What follows belongs to an exercise in optimizing a design on an open flow for a short achievable clock period and few clock cycles; a production flow would make more cautious choices. Function was checked by simulation only, so behaviour that the tests miss may differ from the original. Power figures rest on the tool's default switching activity, not on a simulated workload.

## cache_top
module cache_top (
    input  logic                                clk,
    input  logic                                rst_n,
    input  logic                                proc_req_i,
    input  logic [cache_pkg::ADDR_WIDTH-1:0]    proc_addr_i,
    input  logic                                proc_we_i,
    input  logic [cache_pkg::BE_WIDTH-1:0]      proc_be_i,
    input  logic [cache_pkg::DATA_WIDTH-1:0]    proc_wdata_i,
    output logic                                proc_gnt_o,
    output logic                                proc_rvalid_o,
    output logic [cache_pkg::DATA_WIDTH-1:0]    proc_rdata_o,
    output logic                                mem_req_o,
    output logic [cache_pkg::ADDR_WIDTH-1:0]    mem_addr_o,
    output logic                                mem_we_o,
    output logic [cache_pkg::BE_WIDTH-1:0]      mem_be_o,
    output logic [cache_pkg::DATA_WIDTH-1:0]    mem_wdata_o,
    input  logic                                mem_gnt_i,
    input  logic                                mem_rvalid_i,
    input  logic [cache_pkg::DATA_WIDTH-1:0]    mem_rdata_i,
    output logic [cache_pkg::COUNT_WIDTH-1:0]   hit_count_o,
  ...
Size: ~8000 cells after synthesis.
==> flow/config.mk <==
export PLATFORM = sky130hd
export DESIGN_NAME = cache_top
export DESIGN_NICKNAME = cache_top
export VERILOG_FILES = /design/flow/design.v
export SDC_FILE = /design/flow/constraint.sdc
export NUM_CORES = 4
export LEC_CHECK = 0
export ABC_CLOCK_PERIOD_IN_PS = 2400
export CAP_MARGIN = 20
export CORE_MARGIN = 2
export CORE_UTILIZATION = 55
export SETUP_SLACK_MARGIN = 1.8
export SLEW_MARGIN = 20
export TNS_END_PERCENT = 5
==> flow/constraint.sdc <==
create_clock -name core_clock -period 4.2 [get_ports {clk}]
set_input_delay 0.8400 -clock core_clock [delete_from_list [all_inputs] [get_ports {clk}]]
set_output_delay 0.8400 -clock core_clock [all_outputs]
set_load 0.01 [all_outputs]
run.sh (not shown) runs the stock make flow with config.mk's settings and CLKGATE_MAP_FILE= SYNTH_SCRIPT=/design/flow/synth_recipe.tcl, a recipe that flattens the netlist after the stock synthesis.
Testbench counts at the start, summed over its fixed seeds: cycles 25,169.
Rerun with:
--- a/flow/design.v
+++ b/flow/design.v
@@ -140,18 +140,21 @@
     logic                   chain_q;
     logic [INDEX_WIDTH-1:0] a_idx_q;
     logic [TAG_WIDTH-1:0]   a_tag_q;
     logic                   a_way_q;
     logic                   f_v_q;
     logic [INDEX_WIDTH-1:0] f_idx_q;
     logic                   f_way_q;
     logic [2*NUM_SETS-1:0]  f_oh_q;
     logic [BE_WIDTH-1:0]    f_wen_q [2*NUM_SETS];
+    logic                   f2_v_q;
+    logic [INDEX_WIDTH-1:0] f2_idx_q;
+    logic                   f2_way_q;
     logic [DATA_WIDTH-1:0]  f2_data_q;
     logic [2*NUM_SETS-1:0]  a_oh_q;
     logic [DATA_WIDTH-1:0]  f_data_q;
     logic [NP-1:0]          pv_q;
     logic [INDEX_WIDTH-1:0] p_idx_q   [NP];
     logic [TAG_WIDTH-1:0]   p_tag_q   [NP];
     logic                   p_way_q   [NP];
     logic                   p_vd_q    [NP];
     logic [WAW-1:0]         p_addr_q  [NP];
@@ -164,20 +167,18 @@
     logic                   s2_v_q;
     logic [INDEX_WIDTH-1:0] s2_idx_q;
     logic                   s2_way_q;
     logic                   s2_we_q;
     logic [BE_WIDTH-1:0]    s2_be_q;
     logic [DATA_WIDTH-1:0]  s2_wdata_q;
     logic [QW-1:0]          s2_ptr_q;
     logic [DATA_WIDTH-1:0]  s2_line_q;
     logic [2*NUM_SETS-1:0]  s2_oh_q;
-    logic                   s2_fprev_q;
-    logic                   s2_fnow_q;
     logic                   s2_pend_q;
     logic [BE_WIDTH-1:0]    s2_mask_q;
     logic [DATA_WIDTH-1:0]  rq_data_q [QDEPTH];
     logic [BE_WIDTH-1:0]    rq_mask_q [QDEPTH];
     logic [INDEX_WIDTH-1:0] rq_wset_q [QDEPTH];
     logic                   rq_wway_q [QDEPTH];
     logic [QDEPTH-1:0]      rq_wait_q;
     logic [QDEPTH-1:0]      rq_rdy_q;
     logic                   rq_ok_q;
@@ -393,22 +394,24 @@
             st_wbreq_q    <= 1'b0;
             st_wbwait_q   <= 1'b0;
             st_fillreq_q  <= 1'b0;
             st_fillwait_q <= 1'b0;
             mem_req_q     <= 1'b0;
             chain_q       <= 1'b0;
             pv_q          <= '0;
             s2_v_q        <= 1'b0;
             f_v_q         <= 1'b0;
+            f2_v_q        <= 1'b0;
         end
         else
         begin
             f_v_q         <= fill_now;
+            f2_v_q        <= f_v_q;
             st_wbreq_q    <= nx_wbreq;
             st_wbwait_q   <= nx_wbwait;
             st_fillreq_q  <= nx_fillreq;
             st_fillwait_q <= nx_fillwait;
             mem_req_q     <= nx_wbreq || nx_fillreq;
             chain_q       <= nx_wbwait || (nx_fillwait && p_nonempty_d);
             s2_v_q        <= lk_go;
             for (int i = 0; i < NP; i++)
             begin
@@ -421,37 +424,37 @@
     end
     always_ff @(posedge clk)
     begin
         if (lk_go)
         begin
             s2_idx_q   <= l_idx_q;
             s2_way_q   <= l_tway_q;
             s2_line_q  <= l_line;
             s2_oh_q    <= l_toh_q;
-            s2_fprev_q <= l_pend && f_v_q && (f_idx_q == l_idx_q) && (f_way_q == l_tway_q);
-            s2_fnow_q  <= l_pend && fill_now && (a_idx_q == l_idx_q) && (a_way_q == l_tway_q);
             s2_pend_q  <= l_pend;
             s2_mask_q  <= l_mask;
             s2_we_q    <= l_we_q;
             s2_be_q    <= l_be_q;
             s2_wdata_q <= l_wdata_q;
             s2_ptr_q   <= rq_tail_q[QW-1:0];
         end
         if (fill_now)
         begin
             f_idx_q    <= a_idx_q;
             f_way_q    <= a_way_q;
             f_data_q   <= mem_rdata_i;
             f_oh_q     <= a_oh_q;
             for (int i = 0; i < 2*NUM_SETS; i++)
                 f_wen_q[i] <= ~(pmask_q[i / NUM_SETS][i % NUM_SETS] |
                                 ((s2_v_q && s2_we_q && s2_oh_q[i]) ? s2_be_q : '0));
         end
+        f2_idx_q  <= f_idx_q;
+        f2_way_q  <= f_way_q;
         f2_data_q <= f_data_q;
         if (start_a)
         begin
             a_idx_q    <= l_idx_q;
             a_tag_q    <= l_tag_q;
             a_way_q    <= l_vway_q;
             a_oh_q     <= l_voh_q;
         end
         else if (p_pop)
@@ -509,20 +512,20 @@
     logic                   s2_fill;
     logic                   s2_fill_now;
     logic                   s2_fill_prev;
     logic [DATA_WIDTH-1:0]  s2_ans;
     always_comb
     begin
         s2_line = s2_line_q;
         s2_mask = s2_mask_q;
         s2_pend = s2_pend_q;
-        s2_fill_now  = s2_fnow_q;
-        s2_fill_prev = s2_fprev_q;
+        s2_fill_now  = s2_pend && f_v_q && (f_idx_q == s2_idx_q) && (f_way_q == s2_way_q);
+        s2_fill_prev = s2_pend && f2_v_q && (f2_idx_q == s2_idx_q) && (f2_way_q == s2_way_q);
         s2_fill      = s2_fill_now || s2_fill_prev;
         s2_ans  = s2_line;
         for (int b = 0; b < BE_WIDTH; b++)
             if (!s2_mask[b])
             begin
                 if (s2_fill_now)
                     s2_ans[8*b +: 8] = f_data_q[8*b +: 8];
                 else if (s2_fill_prev)
                     s2_ans[8*b +: 8] = f2_data_q[8*b +: 8];
=> Worst setup slack got worse by 0.041 ns. Register-to-register slack is worse by 0.04 ns. Final area goes up by 4.9%. Cell count went up by 4.1%. Power went down by 0.44%. Die area increases by 3.7%.
Testbench counts after the change, summed over its fixed seeds: cycles 25,169.


cache_top, a different RTL version from the one above (not shown whole).
For scale: roughly 2,600 flip-flops, ~270 I/O pins, about 110,000 um2 of cells after synthesis.
// cache_top
module cache_top (
    input  logic                                clk,
    input  logic                                rst_n,
    input  logic                                proc_req_i,
    input  logic [cache_pkg::ADDR_WIDTH-1:0]    proc_addr_i,
    input  logic                                proc_we_i,
    input  logic [cache_pkg::BE_WIDTH-1:0]      proc_be_i,
    input  logic [cache_pkg::DATA_WIDTH-1:0]    proc_wdata_i,
    output logic                                proc_gnt_o,
    output logic                                proc_rvalid_o,
    output logic [cache_pkg::DATA_WIDTH-1:0]    proc_rdata_o,
    output logic                                mem_req_o,
    output logic [cache_pkg::ADDR_WIDTH-1:0]    mem_addr_o,
    output logic                                mem_we_o,
    output logic [cache_pkg::BE_WIDTH-1:0]      mem_be_o,
    output logic [cache_pkg::DATA_WIDTH-1:0]    mem_wdata_o,
    input  logic                                mem_gnt_i,
    input  logic                                mem_rvalid_i,
    input  logic [cache_pkg::DATA_WIDTH-1:0]    mem_rdata_i,
    output logic [cache_pkg::COUNT_WIDTH-1:0]   hit_count_o,
    output logic [cache_pkg::COUNT_WIDTH-1:0]   miss_count_o,
    output logic [cache_pkg::COUNT_WIDTH-1:0]   mem_txn_count_o
);
    localparam int QDEPTH = 16;
  ...
==> flow/config.mk <==
export PLATFORM = sky130hd
export DESIGN_NAME = cache_top
export DESIGN_NICKNAME = cache_top
export VERILOG_FILES = /design/flow/design.v
export SDC_FILE = /design/flow/constraint.sdc
export NUM_CORES = 4
export LEC_CHECK = 0
export ABC_CLOCK_PERIOD_IN_PS = 2400
export CAP_MARGIN = 20
export CORE_MARGIN = 2
export CORE_UTILIZATION = 55
export SETUP_SLACK_MARGIN = 1.8
export SLEW_MARGIN = 20
export TNS_END_PERCENT = 5
==> flow/constraint.sdc <==
create_clock -name core_clock -period 4.2 [get_ports {clk}]
set_input_delay 0.8400 -clock core_clock [delete_from_list [all_inputs] [get_ports {clk}]]
set_output_delay 0.8400 -clock core_clock [all_outputs]
set_load 0.01 [all_outputs]
The starting point completed without violations.
Testbench counts at the start, summed over its fixed seeds: cycles 25,169.
Then changed:
--- a/flow/design.v
+++ b/flow/design.v
@@ -86,21 +86,21 @@
     output logic [cache_pkg::DATA_WIDTH-1:0]    mem_wdata_o,
     input  logic                                mem_gnt_i,
     input  logic                                mem_rvalid_i,
     input  logic [cache_pkg::DATA_WIDTH-1:0]    mem_rdata_i,
     output logic [cache_pkg::COUNT_WIDTH-1:0]   hit_count_o,
     output logic [cache_pkg::COUNT_WIDTH-1:0]   miss_count_o,
     output logic [cache_pkg::COUNT_WIDTH-1:0]   mem_txn_count_o
 );
     localparam int QDEPTH = 16;
     localparam int QW     = 4;     
-    localparam int NP     = 4;
+    localparam int NP     = 2;
     localparam int WAW    = ADDR_WIDTH - OFFSET_WIDTH;
     logic [TAG_WIDTH-1:0]   tag_q   [NUM_WAYS][NUM_SETS];
     logic [DATA_WIDTH-1:0]  data_q  [NUM_WAYS][NUM_SETS];
     logic [NUM_SETS-1:0]    valid_q [NUM_WAYS];
     logic [NUM_SETS-1:0]    dirty_q [NUM_WAYS];
     logic [NUM_SETS-1:0]    mru_q;
     logic [NUM_SETS-1:0]    lpend_q [NUM_WAYS];
     logic [BE_WIDTH-1:0]    pmask_q [NUM_WAYS][NUM_SETS];
     logic                   r_v_q;
     logic [ADDR_WIDTH-1:0]  r_addr_q;
Effect: The new run passed the timing, design-rule and antenna checks; maximum frequency fell by 5.4%; worst setup slack is worse by 0.15 ns; design area fell by 6.2%; synthesized area fell by 5.6%; wire length fell by 4.3%; die area fell by 5.5%; sequential power fell by about 5%; via count fell by 4.5%.
Testbench counts after the change, summed over its fixed seeds: cycles 25,214.

## static timing again, ports no longer ideal
The results above use ideal ports. As a check the final layouts listed here were re-extracted and re-timed, cells and wires unchanged.
Step 1: set_driving_cell puts a clkbuf_16 on clk and a buf_2 on each other input, an assumption about the parent block.
Step 2 moves the port delays by t, midway between the first and last clock arrival at a register: inputs arrive t later, outputs are due t later. That takes back most of the time a late clock gives input paths.
a / b / c = ideal ports / drivers / drivers and shift; a / b = the first two.
run | t (ns) | setup slack, ns | clock arrival spread, ns
the first run of note 1 | 1.002 | 1.481 / 1.481 / 0.877 | 0.048 / 0.048
the second run of note 1 | 1.001 | 1.440 / 1.426 / 0.696 | 0.060 / 0.060
the first run of note 2 | 1.014 | 1.571 / 1.571 / 1.084 | 0.048 / 0.049
the second run of note 2 | 1.008 | 1.421 / 1.387 / 0.983 | 0.042 / 0.042
After both steps every run listed still meets setup and hold. For the second run of note 1, which loses most, drivers alone change the setup slack by -0.014 ns; drivers and shift together by -0.744 ns.
